From an optimization exercise on the open Yosys and OpenROAD flow, aimed at small area, a short achievable clock period and few clock cycles per item; shortcuts taken in it are not production practice.
Function was checked by simulation only, so behaviour that the tests miss may differ from the original.
Power figures rest on the tool's default switching activity, not on a simulated workload.

==> run a: inputs <==
Design cpu_top, start of the top module:
module cpu_top (
    input  wire logic              clk,
    input  wire logic              reset,
    input  wire cpu_pkg::word_t    rdata,
    output cpu_pkg::mem_req_t      mem_req
);
    cpu_pkg::reg_idx_t rd_idx_a;
    cpu_pkg::reg_idx_t rd_idx_b;
    cpu_pkg::word_t    rd_data_a;
    cpu_pkg::word_t    rd_data_b;
    logic              wr_en;
    cpu_pkg::reg_idx_t wr_idx;
    cpu_pkg::word_t    wr_data;
    cpu_pkg::word_t    op1;
    cpu_pkg::word_t    op2;
    logic [3:0]        rot_m;
    logic              rot_left;
    logic              s_xor, s_add, s_cmp, s_rot, s_shf;
    cpu_pkg::word_t    alu_result;
    logic              alu_carry;
    logic              alu_zero;
    cpu_pkg::flags_t   flags;
    cpu_pkg::flags_t   alu_flags;
    logic              taken_alu;
    logic [7:0]        cond_hot;
    logic              branch_taken;
    cpu_control i_cpu_control (
        .clk          (clk),
        .reset        (reset),
        .rdata        (rdata),
        .mem_req      (mem_req),
        .rd_idx_a     (rd_idx_a),
        .rd_idx_b     (rd_idx_b),
        .rd_data_a    (rd_data_a),
  ...
export LEC_CHECK = 0
export CAP_MARGIN = 40
export CORE_MARGIN = 2
export CORE_UTILIZATION = 40
export CTS_BUF_LIST = sky130_fd_sc_hd__clkbuf_8 sky130_fd_sc_hd__clkbuf_16
export CTS_CLUSTER_DIAMETER = 60
export CTS_CLUSTER_SIZE = 20
export SLEW_MARGIN = 40
create_clock -name core_clock -period 10.0 [get_ports {clk}]
standard.sh (not shown) runs the stock make flow with config.mk's settings and CLKGATE_MAP_FILE= SYNTH_SCRIPT=/design/flow/synth_recipe.tcl, a recipe that flattens the netlist after the stock synthesis.
==> flow/flow/run.sh <==
#!/bin/bash
set -euo pipefail
bash standard.sh SETUP_SLACK_MARGIN=6.5 "BUFFER_PORTS_ARGS=-buffer_cell sky130_fd_sc_hd__buf_2" finish > standard.log 2>&1
==> run b: changes against run a <==
--- a/flow/design.v
+++ b/flow/design.v
@@ -97,24 +97,23 @@
     end
 endmodule
 `default_nettype wire
 `default_nettype none
 module cpu_alu (
     input  wire cpu_pkg::word_t op1,
     input  wire cpu_pkg::word_t op2,       
-    input  wire logic [3:0]     rot_m,     
-    input  wire logic           rot_left,  
     input  wire logic           s_xor,
     input  wire logic           s_add,
     input  wire logic           s_cmp,
     input  wire logic           s_rot,
     input  wire logic           s_shf,
     output cpu_pkg::word_t      result,
     output logic                carry,
-    output logic                zero
+    output logic                zero,
+    output logic [7:0]          nib_par
 );
     logic [3:0]           amt;
     logic                 left;
     logic [3:0]           m;
     logic [32:0] sum;
     cpu_pkg::word_t       x;
     cpu_pkg::word_t       r1, r2, r4, rot;
@@ -125,16 +124,16 @@
     cpu_pkg::word_t       t, o;
     logic                 z_add;
     always_comb
     begin
         amt  = op1[3:0];
         left = op1[4];
         sum  = {1'b0, op1} + {1'b0, op2};
-        x    = rot_left ? {op2[16:0], op2[31:17]} : op2;
-        m    = rot_m;
+        x    = left ? {op2[16:0], op2[31:17]} : op2;
+        m    = amt ^ {4{left}};
         r1   = m[0] ? {x[0], x[31:1]}     : x;
         r2   = m[1] ? {r1[1:0], r1[31:2]} : r1;
         r4   = m[2] ? {r2[3:0], r2[31:4]} : r2;
         rot  = m[3] ? {r4[7:0], r4[31:8]} : r4;
         mask  = left ? ({32{1'b1}} << amt) : ({32{1'b1}} >> amt);
         bmask = left ? ({32{1'b1}} >> amt) : ({32{1'b1}} << amt);
         rmask = s_rot ? {32{1'b1}} : (s_shf ? mask : '0);
@@ -148,14 +147,18 @@
         o     = op1 | op2;
         z_add = ~t[0] & (t[32-1:1] == o[32-2:0]);
         zero  = (s_xor & (t == '0))
               | (s_add & z_add)
               | (s_cmp & (op1 == '0))
               | (s_rot & (op2 == '0))
               | (s_shf & ((op2 & bmask) == '0));
+        for (int i = 0; i < 8; i++)
+        begin
+            nib_par[i] = ^result[4*i +: 4];
+        end
     end
 endmodule
 `default_nettype wire
 `default_nettype none
 module cpu_status (
     input  wire cpu_pkg::flags_t flags,
     input  wire logic [7:0]      cond_hot,
@@ -185,26 +188,25 @@
     output cpu_pkg::reg_idx_t            rd_idx_a,
     output cpu_pkg::reg_idx_t            rd_idx_b,
     input  wire cpu_pkg::word_t          rd_data_a,
     input  wire cpu_pkg::word_t          rd_data_b,
     output logic                         wr_en,
     output cpu_pkg::reg_idx_t            wr_idx,
     output cpu_pkg::word_t               wr_data,
-    output cpu_pkg::word_t               op1,           
+    output cpu_pkg::word_t               op1,
     output cpu_pkg::word_t               op2,
-    output logic [3:0]                   rot_m,
-    output logic                         rot_left,
     output logic                         s_xor,
     output logic                         s_add,
     output logic                         s_cmp,
     output logic                         s_rot,
     output logic                         s_shf,
     input  wire cpu_pkg::word_t          alu_result,
     input  wire logic                    alu_carry,
     input  wire logic                    alu_zero,
+    input  wire logic [7:0]              alu_nib_par,
     output cpu_pkg::flags_t              flags,         
     output cpu_pkg::flags_t              alu_flags,     
     output logic [7:0]                   cond_hot,      
     input  wire logic                    taken_now,     
     input  wire logic                    taken_alu      
 );
     logic              q_en;
@@ -220,43 +222,31 @@
     logic              e_bra;
     logic              e_hlt;
     logic              e_alu;
     logic              e_go;      
     logic              e_late;    
     cpu_pkg::reg_idx_t e_dest;    
     cpu_pkg::reg_idx_t e_aidx;
-    logic              e_fwd_a;   
-    logic              e_fwd_b;   
-    cpu_pkg::word_t    op1_q;
-    cpu_pkg::word_t    op2_q;
-    logic [3:0]        rot_m_q;
-    logic              rot_left_q;
-    logic [3:0]        wb_m;      
-    logic              wb_left;
     logic              e_areg;    
     logic              e_breg;    
     logic [7:0]        e_cond_hot;
-    logic              wb_v;
-    cpu_pkg::reg_idx_t wb_dest;
-    cpu_pkg::word_t    wb_res;
     logic              pend;
     cpu_pkg::reg_idx_t pdest;
     cpu_pkg::flags_t   flags_q;
-    logic              par_q;
-    logic              par_now;
+    logic [7:0]        par_nib;
     cpu_pkg::instr_t d;
     logic       d_ld, d_str, d_bra, d_hlt;
     logic       d_xor, d_add, d_rot, d_shf, d_cmp, d_alu;
     logic       a_imm;
     logic       b_reg;
     logic [7:0] d_cond_hot;
-    logic       byp_a, byp_b, wbp_a, wbp_b, fix_a, fix_b;
+    logic       byp_a, byp_b, fix_a, fix_b;
     cpu_pkg::word_t op1_d, op2_d;
     logic       e_ok, e_wr, do_hlt, late, d_v, advance, q_fetch;
-    cpu_pkg::addr_t fpc_next, req_addr;
+    cpu_pkg::addr_t fpc_next;
     logic       n_v, n_ok, n_ld, n_str, n_bra, n_go, n_late, halted_next;
     logic [7:0] n_cond_hot;
     cpu_pkg::addr_t n_hi, n_lo;
     cpu_pkg::flags_t flags_next, flags_now;
     always_comb
     begin
         d     = cpu_pkg::instr_t'(rdata);
@@ -277,68 +267,58 @@
         rd_idx_b = d.addr_lo[4-1:0];
     end
     always_comb
     begin
         e_ok    = e_v & ~pend & ~halted;
         e_wr    = e_ok & e_alu;
         do_hlt  = e_ok & e_hlt;
-        par_now = wb_v ? ^wb_res : par_q;
-        late    = e_ok & e_late & par_now;
+        late    = e_ok & e_late & ^par_nib;
         d_v     = f_v & ~(e_go & e_ok) & ~late;
         advance = ~pend;
         q_fetch = q_en & ~q_wr & ~q_ld;
-        fpc_next = q_fetch ? req_addr + 1'b1 : fpc;
+        fpc_next = q_fetch ? q_addr + 1'b1 : fpc;
         byp_a = e_wr & (e_dest == d.addr_hi[4-1:0]);
         byp_b = e_wr & (e_dest == d.addr_lo[4-1:0]);
-        wbp_a = wb_v & (wb_dest == d.addr_hi[4-1:0]);
-        wbp_b = wb_v & (wb_dest == d.addr_lo[4-1:0]);
         fix_a = pend & e_areg & (e_aidx == pdest);
         fix_b = pend & e_breg & (e_dest == pdest);
-        op1_d = ({32{advance & ~a_imm & ~wbp_a}} & rd_data_a)
-              | ({32{advance & wbp_a & ~a_imm}} & wb_res)
+        op1_d = ({32{advance & ~a_imm & ~byp_a}} & rd_data_a)
+              | ({32{advance & byp_a & ~a_imm}} & alu_result)
               | ({32{advance & a_imm}} & {{(32-12){1'b0}}, d.addr_hi})
-              | ({32{fix_a}} & rdata)
-              | ({32{~advance & ~fix_a}} & op1_q);
-        op2_d = ({32{advance & b_reg & ~wbp_b}} & rd_data_b)
-              | ({32{advance & wbp_b & b_reg}} & wb_res)
+              | ({32{fix_a}} & rdata);
+        op2_d = ({32{advance & b_reg & ~byp_b}} & rd_data_b)
+              | ({32{advance & byp_b & b_reg}} & alu_result)
               | ({32{advance & d_str}} & {{(32-12){1'b0}}, d.addr_lo})
               | {32{advance & d_cmp}}
-              | ({32{fix_b}} & rdata)
-              | ({32{~advance & ~fix_b}} & op2_q);
+              | ({32{fix_b}} & rdata);
         halted_next = halted | do_hlt;
         n_v   = advance ? d_v : e_v;
         n_ok  = n_v & ~q_ld & ~halted_next;    
         n_ld  = n_ok & (advance ? d_ld : e_ld);
         n_str = n_ok & (advance ? d_str : e_str);
         n_bra = n_ok & (advance ? d_bra : e_bra);
         n_cond_hot = advance ? d_cond_hot : e_cond_hot;
-        n_hi  = advance ? d.addr_hi : op1_q[12-1:0];
-        n_lo  = advance ? d.addr_lo : op2_q[12-1:0];
+        n_hi  = advance ? d.addr_hi : op1[12-1:0];
+        n_lo  = advance ? d.addr_lo : op2[12-1:0];
         n_late = n_cond_hot[1] & e_wr;
         alu_flags.zero     = alu_zero;
         alu_flags.negative = alu_result[32-1];
         alu_flags.even     = ~alu_result[0];
         alu_flags.carry    = alu_carry;
         alu_flags.parity   = 1'b0;               
         flags_now          = flags_q;
-        flags_now.parity   = par_now;
+        flags_now.parity   = ^par_nib;
         flags_next         = e_wr ? alu_flags : flags_now;
         n_go = n_bra & ~n_late & (e_wr ? taken_alu : taken_now);
     end
     assign cond_hot = n_cond_hot;
     assign flags    = flags_now;
-    assign op1      = e_fwd_a ? wb_res : op1_q;
-    assign op2      = e_fwd_b ? wb_res : op2_q;
-    assign rot_m    = e_fwd_a ? wb_m : rot_m_q;
-    assign rot_left = e_fwd_a ? wb_left : rot_left_q;
-    assign req_addr = e_go ? op1_q[12-1:0] : q_addr;
-    assign mem_req  = {q_en, q_wr, req_addr, op1};   
-    assign wr_en   = wb_v | pend;
-    assign wr_idx  = pend ? pdest : wb_dest;
-    assign wr_data = pend ? rdata : wb_res;
+    assign mem_req  = {q_en, q_wr, q_addr, op1};   
+    assign wr_en   = e_wr | pend;
+    assign wr_idx  = pend ? pdest : e_dest;
+    assign wr_data = pend ? rdata : alu_result;
     always_ff @(posedge clk)
     begin
         if (reset)
         begin
             q_en   <= 1'b0;
             q_wr   <= 1'b0;
             q_ld   <= 1'b0;
@@ -346,31 +326,29 @@
             halted <= 1'b0;
             fpc    <= cpu_pkg::addr_t'(3);
             f_v    <= 1'b0;
             e_v    <= 1'b0;
             e_go   <= 1'b0;
             e_late <= 1'b0;
             pend   <= 1'b0;
-            wb_v   <= 1'b0;
         end
         else
         begin
             halted <= halted_next;
             fpc    <= fpc_next;
             f_v    <= q_fetch & ~late;
             pend   <= q_ld;
-            wb_v   <= e_wr;
             q_en   <= ~halted_next;
             q_wr   <= ~late & n_str;
             q_ld   <= ~late & n_ld;
             if (late)
             begin
-                q_addr <= op1_q[12-1:0];
+                q_addr <= op1[12-1:0];
             end
-            else if (n_ld)
+            else if (n_go | n_ld)
             begin
                 q_addr <= n_hi;
             end
             else if (n_str)
             begin
                 q_addr <= n_lo;
             end
@@ -388,18 +366,14 @@
     end
     always_ff @(posedge clk)
     begin
         if (q_ld)
         begin
             pdest <= e_dest;
         end
-        wb_dest <= e_dest;
-        wb_res  <= alu_result;
-        wb_m    <= alu_result[3:0] ^ {4{alu_result[4]}};
-        wb_left <= alu_result[4];
         if (advance)
         begin
             e_ld   <= d_ld;
             e_str  <= d_str;
             e_bra  <= d_bra;
             e_hlt  <= d_hlt;
             e_alu  <= d_alu;
@@ -410,35 +384,37 @@
             s_cmp  <= d_cmp;
             e_cond_hot <= d_cond_hot;
             e_dest <= d.addr_lo[4-1:0];
             e_aidx <= d.addr_hi[4-1:0];
             e_areg <= ~a_imm;
             e_breg <= b_reg;
         end
-        op1_q <= op1_d;
-        op2_q <= op2_d;
-        rot_m_q    <= op1_d[3:0] ^ {4{op1_d[4]}};
-        rot_left_q <= op1_d[4];
-        if (advance)
+        if (advance | fix_a)
         begin
-            e_fwd_a <= byp_a & ~a_imm;
-            e_fwd_b <= byp_b & b_reg;
+            op1 <= op1_d;
+        end
+        if (advance | fix_b)
+        begin
+            op2 <= op2_d;
         end
     end
     always_ff @(posedge clk)
     begin
         if (reset)
         begin
             flags_q <= 5'b10100;    
-            par_q   <= 1'b0;
+            par_nib <= '0;
         end
         else
         begin
             flags_q <= flags_next;
-            par_q   <= par_now;
+            if (e_wr)
+            begin
+                par_nib <= alu_nib_par;
+            end
         end
     end
 endmodule
 `default_nettype wire
 `default_nettype none
 module cpu_top (
     input  wire logic              clk,
@@ -451,20 +427,19 @@
     cpu_pkg::word_t    rd_data_a;
     cpu_pkg::word_t    rd_data_b;
     logic              wr_en;
     cpu_pkg::reg_idx_t wr_idx;
     cpu_pkg::word_t    wr_data;
     cpu_pkg::word_t    op1;
     cpu_pkg::word_t    op2;
-    logic [3:0]        rot_m;
-    logic              rot_left;
     logic              s_xor, s_add, s_cmp, s_rot, s_shf;
     cpu_pkg::word_t    alu_result;
     logic              alu_carry;
     logic              alu_zero;
+    logic [7:0]        alu_nib_par;
     cpu_pkg::flags_t   flags;
     cpu_pkg::flags_t   alu_flags;
     logic              taken_alu;
     logic [7:0]        cond_hot;
     logic              branch_taken;
     cpu_control i_cpu_control (
         .clk          (clk),
@@ -476,24 +451,23 @@
         .rd_data_a    (rd_data_a),
         .rd_data_b    (rd_data_b),
         .wr_en        (wr_en),
         .wr_idx       (wr_idx),
         .wr_data      (wr_data),
         .op1          (op1),
         .op2          (op2),
-        .rot_m        (rot_m),
-        .rot_left     (rot_left),
         .s_xor        (s_xor),
         .s_add        (s_add),
         .s_cmp        (s_cmp),
         .s_rot        (s_rot),
         .s_shf        (s_shf),
         .alu_result   (alu_result),
         .alu_carry    (alu_carry),
         .alu_zero     (alu_zero),
+        .alu_nib_par  (alu_nib_par),
         .flags        (flags),
         .alu_flags    (alu_flags),
         .cond_hot     (cond_hot),
         .taken_now    (branch_taken),
         .taken_alu    (taken_alu)
     );
     cpu_regfile i_cpu_regfile (
@@ -505,24 +479,23 @@
         .rd_idx_b  (rd_idx_b),
         .rd_data_a (rd_data_a),
         .rd_data_b (rd_data_b)
     );
     cpu_alu i_cpu_alu (
         .op1    (op1),
         .op2    (op2),
-        .rot_m  (rot_m),
-        .rot_left (rot_left),
         .s_xor  (s_xor),
         .s_add  (s_add),
         .s_cmp  (s_cmp),
         .s_rot  (s_rot),
         .s_shf  (s_shf),
         .result (alu_result),
         .carry  (alu_carry),
-        .zero   (alu_zero)
+        .zero   (alu_zero),
+        .nib_par(alu_nib_par)
     );
     cpu_status i_cpu_status (
         .flags        (flags),
         .cond_hot     (cond_hot),
         .branch_taken (branch_taken)
     );
     cpu_status i_cpu_status_alu (
==> flow/flow/run.sh (replaced) <==
#!/bin/bash
set -euo pipefail
bash standard.sh SETUP_SLACK_MARGIN=6 finish > standard.log 2>&1
CAP_MARGIN = 20   (was 40)
CORE_UTILIZATION = 65   (was 40)
CTS_BUF_LIST = sky130_fd_sc_hd__clkbuf_8 sky130_fd_sc_hd__clkbuf_4   (was sky130_fd_sc_hd__clkbuf_8 sky130_fd_sc_hd__clkbuf_16)
CTS_CLUSTER_DIAMETER = not set   (was 60)
CTS_CLUSTER_SIZE = not set   (was 20)
PLACE_DENSITY = 0.75   (was not set)
SLEW_MARGIN = 20   (was 40)
==> summary of the runs <==
Of run a and run b, run a has the higher fmax (gap about 9%, measured against run b).
Run b reached the layout checks and failed them: max-capacitance violations, max-slew violations. Run a finished clean.
Against run a, the sequential power of run b is lower by about 9%.
Of run b and run a, run a has the higher synthesized cell count (gap about 5%, measured against run a).
Power: run b is lower than run a (7.5%).
Of run a and run b, run b has the higher global-route usage (gap 19 points).
Register-to-register slack: run b is worse than run a (470 ps).
Against run a, the clock power of run b is higher by about 5%.
==> figures <==
metric                                                                                             run b                      run a
Status                                                                          finished with violations   timing/DRC/antenna clean
Reasons for failing layout checks                        max-capacitance violations, max-slew violations                          -
Max_cap viols                                                                                          1                          0
Vias per cell                                                                                       8.23                       6.97
DP HPWL                                                                                         87200 um                  101000 um
Leak Pwr                                                                                         14.4 nW                    16.4 nW
Crit path max fanout                                                                                  23                          8
Synthesized cell area                                                                       0.0359 sq mm               0.0372 sq mm
Core region area                                                                            0.0549 sq mm               0.0918 sq mm
Worst slack, placed                                                                              4520 ps                    5020 ps
Crit path arrival time                                                                           4910 ps                    2100 ps
Net switching power of the design                                                                2.18 mW                    2.60 mW
Cell type of the slowest stage on the worst timing path                         sky130_fd_sc_hd__mux2i_1  sky130_fd_sc_hd__edfxtp_1
Routed wire per std cell                                                                         37.7 um                    35.5 um
Met3 wire length                                                                                27900 um                   22100 um
Met1 usage                                                                                         62.3%                      43.5%
Total Wirelength                                                                               151000 um                  169000 um
Testbench counts of run a, summed over its fixed seeds: cycles 35,456, instructions 25,803.
Testbench counts of run b, summed over its fixed seeds: cycles 35,456, instructions 25,803.

[separate check: timing with driven ports]
The results above use ideal ports. As a check the final layouts listed here were re-extracted and re-timed, cells and wires unchanged. Step 1, drivers: a clkbuf_16 drives clk and a buf_2 each remaining input, both assumed. Step 2 moves the port delays by t, midway between the first and last clock arrival at a register: inputs arrive t later, outputs are due t later. That takes back most of the time a late clock gives input paths. Slacks: no drivers / after step 1 / after step 2; pairs: no drivers / after step 1.
run | shift t [ns] | slack for setup (ns) | slew at the worst register clock pin (ns) | cell pins on the clock port's net
run a | 0.730 | 5.895 / 5.829 / 5.735 | 0.09 / 0.09 | 1
run b | 0.768 | 5.513 / 5.513 / 5.166 | 0.07 / 0.07 | 1
For run b, which loses most, drivers alone change the setup slack by 0.000 ns; drivers and shift together by -0.347 ns.
